Context: an optimization exercise on an open-source flow, tuned for small area. The choices shown serve that exercise and are no tape-out recipe.
The RTL was checked by simulation tests, not by an equivalence proof against the original design.
No activity file was given, so power comes from the tool's default toggle rates.

==> flow/design.v (excerpt) <==
module console_buffer (
  input  logic       clk,
  input  logic       rst,
  input  logic       i_char_stb,
  input  logic [7:0] i_char,
  input  logic       i_alt_func_en,
  input  logic [2:0] i_tab_count,
  input  logic       i_clear_screen_stb,
  output logic       o_wr_char_rdy,
  input  logic       i_read_frame_stb,
  input  logic       i_char_req_en,
  output logic       o_char_rdy,
  output logic [7:0] o_char
);
  logic       keep;
  logic       rdy;
  logic       cmd_ctrl;
  logic [7:0] cmd_ch;
  logic       writer_busy;
  logic       reader_busy;
  logic       we;
  logic [3:0] wr_col;
  logic [7:0] wr_data;
  logic       move;
  logic       clear;
  logic       start_clear;
  logic       rd_hide;
  logic [1:0] frame_cur;
  logic [3:0] rd_col;
  logic [3:0] turn;
  logic [2:0] rd_src;
  logic       line_clear;
  char_decoder u_char_decoder (
    .clk(clk),
    .i_char_stb(i_char_stb), .i_char(i_char), .i_alt_func_en(i_alt_func_en),
    .i_rdy(rdy),
    .o_keep(keep), .o_cmd_ctrl(cmd_ctrl), .o_cmd_ch(cmd_ch)
  );
  assign o_wr_char_rdy = rdy;
  cursor_writer u_cursor_writer (
    .clk(clk), .rst(rst),
    .i_char_stb(i_char_stb), .i_keep(keep), .i_cmd_ctrl(cmd_ctrl), .i_cmd_ch(cmd_ch), .i_tab_count(i_tab_count),
    .i_clear_screen_stb(i_clear_screen_stb), .i_reader_busy(reader_busy),
    .o_rdy(rdy), .o_busy(writer_busy), .i_turn(turn), .o_start_clear(start_clear),
    .o_we(we), .o_wr_col(wr_col), .o_wr_data(wr_data), .o_rd_hide(rd_hide),
    .o_move(move), .o_clear(clear),
    .o_frame_cur(frame_cur), .o_line_clear(line_clear)
  );
  char_ram u_char_ram (
    .clk(clk), .rst(rst), .i_start_clear(start_clear), .i_we(we), .i_wr_col(wr_col), .i_wr_data(wr_data),
    .i_move(move), .i_clear(clear), .o_turn(turn),
    .i_rd_col(rd_col), .i_rd_src(rd_src), .i_rd_hide(rd_hide), .o_rd_data(o_char)
  );
  frame_reader u_frame_reader (
    .clk(clk), .rst(rst),
    .i_read_frame_stb(i_read_frame_stb), .i_char_req_en(i_char_req_en),
    .i_writer_busy(writer_busy), .i_frame_cur(frame_cur),
    .i_line_clear(line_clear),
    .o_busy(reader_busy), .o_rd_col(rd_col), .o_rd_src(rd_src), .o_char_rdy(o_char_rdy)
  );
endmodule
clock: 5.0 ns
lec_check: 0
cap_margin: 5
core_margin: 2
core_utilization: 60
slew_margin: 5
synth_memory_max_bits: 4096
standard.sh (not shown) runs the stock make flow with config.mk's settings and CLKGATE_MAP_FILE= SYNTH_SCRIPT=/design/flow/synth_recipe.tcl, a recipe that flattens the netlist after the stock synthesis.
==> flow/flow/run.sh <==
#!/bin/bash
# Standard layout, with port buffers of the smallest buffer and no dummy clock loads.
set -e
export BUFFER_PORTS_ARGS="-buffer_cell sky130_fd_sc_hd__buf_1"
export CTS_ARGS="-sink_clustering_enable -repair_clock_nets -dont_use_dummy_load -sink_clustering_size 19 -sink_clustering_max_diameter 90 -buf_list sky130_fd_sc_hd__clkbuf_8"
bash standard.sh > standard.log 2>&1
==> next run, changes <==
--- a/flow/config.mk
+++ b/flow/config.mk
@@ -8 +8 @@
-export CAP_MARGIN = 5
+export CAP_MARGIN = 20
@@ -11 +11,3 @@
-export SLEW_MARGIN = 5
+export GPL_ROUTABILITY_DRIVEN = 0
+export GPL_TIMING_DRIVEN = 0
+export SLEW_MARGIN = 20
Sequential power barely changes. Critical path depth went up by 2. Utilization rises by 0.33 points. Register-to-register slack degrades by 0.33 ns. Worst setup slack degrades by 0.33 ns. Total power came out higher by 0.75%. Final area rises by 0.51%. Clock-buffer cell count stays the same. First-iteration DRC count came out lower by 4.5%.

Setup of juniper:
Another version of the RTL of console_buffer (not shown whole).
Size: roughly 2200 cells after synthesis, about 570 flip-flops, ~28 I/O pins.
==> flow/config.mk <==
export PLATFORM = sky130hd
export DESIGN_NAME = console_buffer
export DESIGN_NICKNAME = console_buffer
export VERILOG_FILES = /design/flow/design.v
export SDC_FILE = /design/flow/constraint.sdc
export NUM_CORES = 4
export LEC_CHECK = 0
export ABC_AREA = 1
export CAP_MARGIN = 20
export CORE_MARGIN = 2
export CORE_UTILIZATION = 60
export CTS_BUF_LIST = sky130_fd_sc_hd__clkbuf_8
export CTS_CLUSTER_DIAMETER = 60
export CTS_CLUSTER_SIZE = 16
export SLEW_MARGIN = 20
export SYNTH_MEMORY_MAX_BITS = 4096
==> flow/constraint.sdc <==
create_clock -name core_clock -period 5.0 [get_ports {clk}]
set_input_delay 1.0000 -clock core_clock [delete_from_list [all_inputs] [get_ports {clk}]]
set_output_delay 1.0000 -clock core_clock [all_outputs]
set_load 0.01 [all_outputs]
==> flow/flow/run.sh <==
#!/bin/bash
# Standard layout, with port buffers of the smallest buffer and no dummy clock loads.
set -e
export BUFFER_PORTS_ARGS="-buffer_cell sky130_fd_sc_hd__buf_1"
export CTS_ARGS="-sink_clustering_enable -repair_clock_nets -dont_use_dummy_load -sink_clustering_size 16 -sink_clustering_max_diameter 60 -buf_list sky130_fd_sc_hd__clkbuf_8"
bash standard.sh > standard.log 2>&1
> inputs changed (juniper -> sierra)
# juniper
export LEC_CHECK = 0
export ABC_AREA = 1
export CAP_MARGIN = 20
export CORE_MARGIN = 2
export CORE_UTILIZATION = 60
export CTS_BUF_LIST = sky130_fd_sc_hd__clkbuf_8
export CTS_CLUSTER_DIAMETER = 60
export CTS_CLUSTER_SIZE = 16
export SLEW_MARGIN = 20
export SYNTH_MEMORY_MAX_BITS = 4096
create_clock -name core_clock -period 5.0 [get_ports {clk}]
# sierra
export LEC_CHECK = 0
export CAP_MARGIN = 20
export CORE_MARGIN = 2
export CORE_UTILIZATION = 45
export CTS_BUF_LIST = sky130_fd_sc_hd__clkbuf_8
export CTS_CLUSTER_DIAMETER = 60
export CTS_CLUSTER_SIZE = 16
export SLEW_MARGIN = 20
export SYNTH_MEMORY_MAX_BITS = 4096
create_clock -name core_clock -period 5.0 [get_ports {clk}]
--- a/flow/flow/run.sh
+++ b/flow/flow/run.sh
@@ -5 +5 @@
-export CTS_ARGS="-sink_clustering_enable -repair_clock_nets -dont_use_dummy_load -sink_clustering_size 16 -sink_clustering_max_diameter 60 -buf_list sky130_fd_sc_hd__clkbuf_8"
+export CTS_ARGS="-sink_clustering_enable -repair_clock_nets -dont_use_dummy_load -sink_clustering_size 19 -sink_clustering_max_diameter 60 -buf_list sky130_fd_sc_hd__clkbuf_8"
[summary]
The final layouts of sierra and juniper pass the timing, DRC and antenna checks. Diff juniper -> sierra: final standard cell utilization of the core lost 16 points, maximum clock frequency decreased 3.4%. Total die area (higher): sierra. In sierra, the detailed-route wire length on metal 1 came out about 15% below the value in juniper.
The inputs of willow differ from those of sierra as listed below.
# sierra
export LEC_CHECK = 0
export CAP_MARGIN = 20
export CORE_MARGIN = 2
export CORE_UTILIZATION = 45
export CTS_BUF_LIST = sky130_fd_sc_hd__clkbuf_8
export CTS_CLUSTER_DIAMETER = 60
export CTS_CLUSTER_SIZE = 16
export SLEW_MARGIN = 20
export SYNTH_MEMORY_MAX_BITS = 4096
create_clock -name core_clock -period 5.0 [get_ports {clk}]
# willow
export LEC_CHECK = 0
export CAP_MARGIN = 20
export CORE_MARGIN = 2
export CORE_UTILIZATION = 60
export CTS_BUF_LIST = sky130_fd_sc_hd__clkbuf_8
export CTS_CLUSTER_DIAMETER = 60
export CTS_CLUSTER_SIZE = 16
export SLEW_MARGIN = 20
export SYNTH_MEMORY_MAX_BITS = 4096
create_clock -name core_clock -period 5.0 [get_ports {clk}]
--- a/flow/flow/run.sh
+++ b/flow/flow/run.sh
@@ -5 +5 @@
-export CTS_ARGS="-sink_clustering_enable -repair_clock_nets -dont_use_dummy_load -sink_clustering_size 19 -sink_clustering_max_diameter 60 -buf_list sky130_fd_sc_hd__clkbuf_8"
+export CTS_ARGS="-sink_clustering_enable -repair_clock_nets -dont_use_dummy_load -sink_clustering_size 16 -sink_clustering_max_diameter 60 -buf_list sky130_fd_sc_hd__clkbuf_8"
--- outcome ---
On sequential share of layout area: willow sits above sierra. From sierra to willow the numbers moved as follows: slack of the worst reg-to-reg path higher, non-clock buffer count up 2, HPWL after detailed placement went down by 460 µm, critical path data arrival time -0.25 ns. Comparing the two runs side by side, willow comes out ahead of sierra on time the worst path needs with I/O delays and setup. Between willow and sierra, the number of global-route vias before repair does not differ in any meaningful way.

==> port drivers added, routing unchanged <==
Ports are ideal in the flow. The routed layouts listed here were re-timed in OpenROAD.
Step 1, drivers: a clkbuf_16 drives clk and a buf_2 each remaining input, both assumed.
Step 2 moves the port delays by t, midway between the first and last clock arrival at a register: inputs arrive t later, outputs are due t later. That takes back most of the time a late clock gives input paths.
Three values: ideal, step 1, step 2; two values: the first two.
run	shift t [ns]	setup slack, ns	latest minus earliest clock arrival (ns)	slew at the worst register clock pin (ns)	worst data-port slew with drivers (ns)
the first run of note 1	0.593	1.130 / 1.130 / 1.130	0.069 / 0.069	0.12 / 0.12	0.03
the second run of note 1	0.600	0.805 / 0.805 / 0.805	0.076 / 0.075	0.11 / 0.11	0.03
juniper	0.651	1.443 / 1.443 / 1.443	0.059 / 0.059	0.10 / 0.10	0.03
sierra	0.609	1.318 / 1.318 / 1.318	0.064 / 0.064	0.12 / 0.12	0.03
willow	0.601	1.542 / 1.542 / 1.542	0.081 / 0.082	0.10 / 0.10	0.03
After both steps every run listed still meets setup and hold.
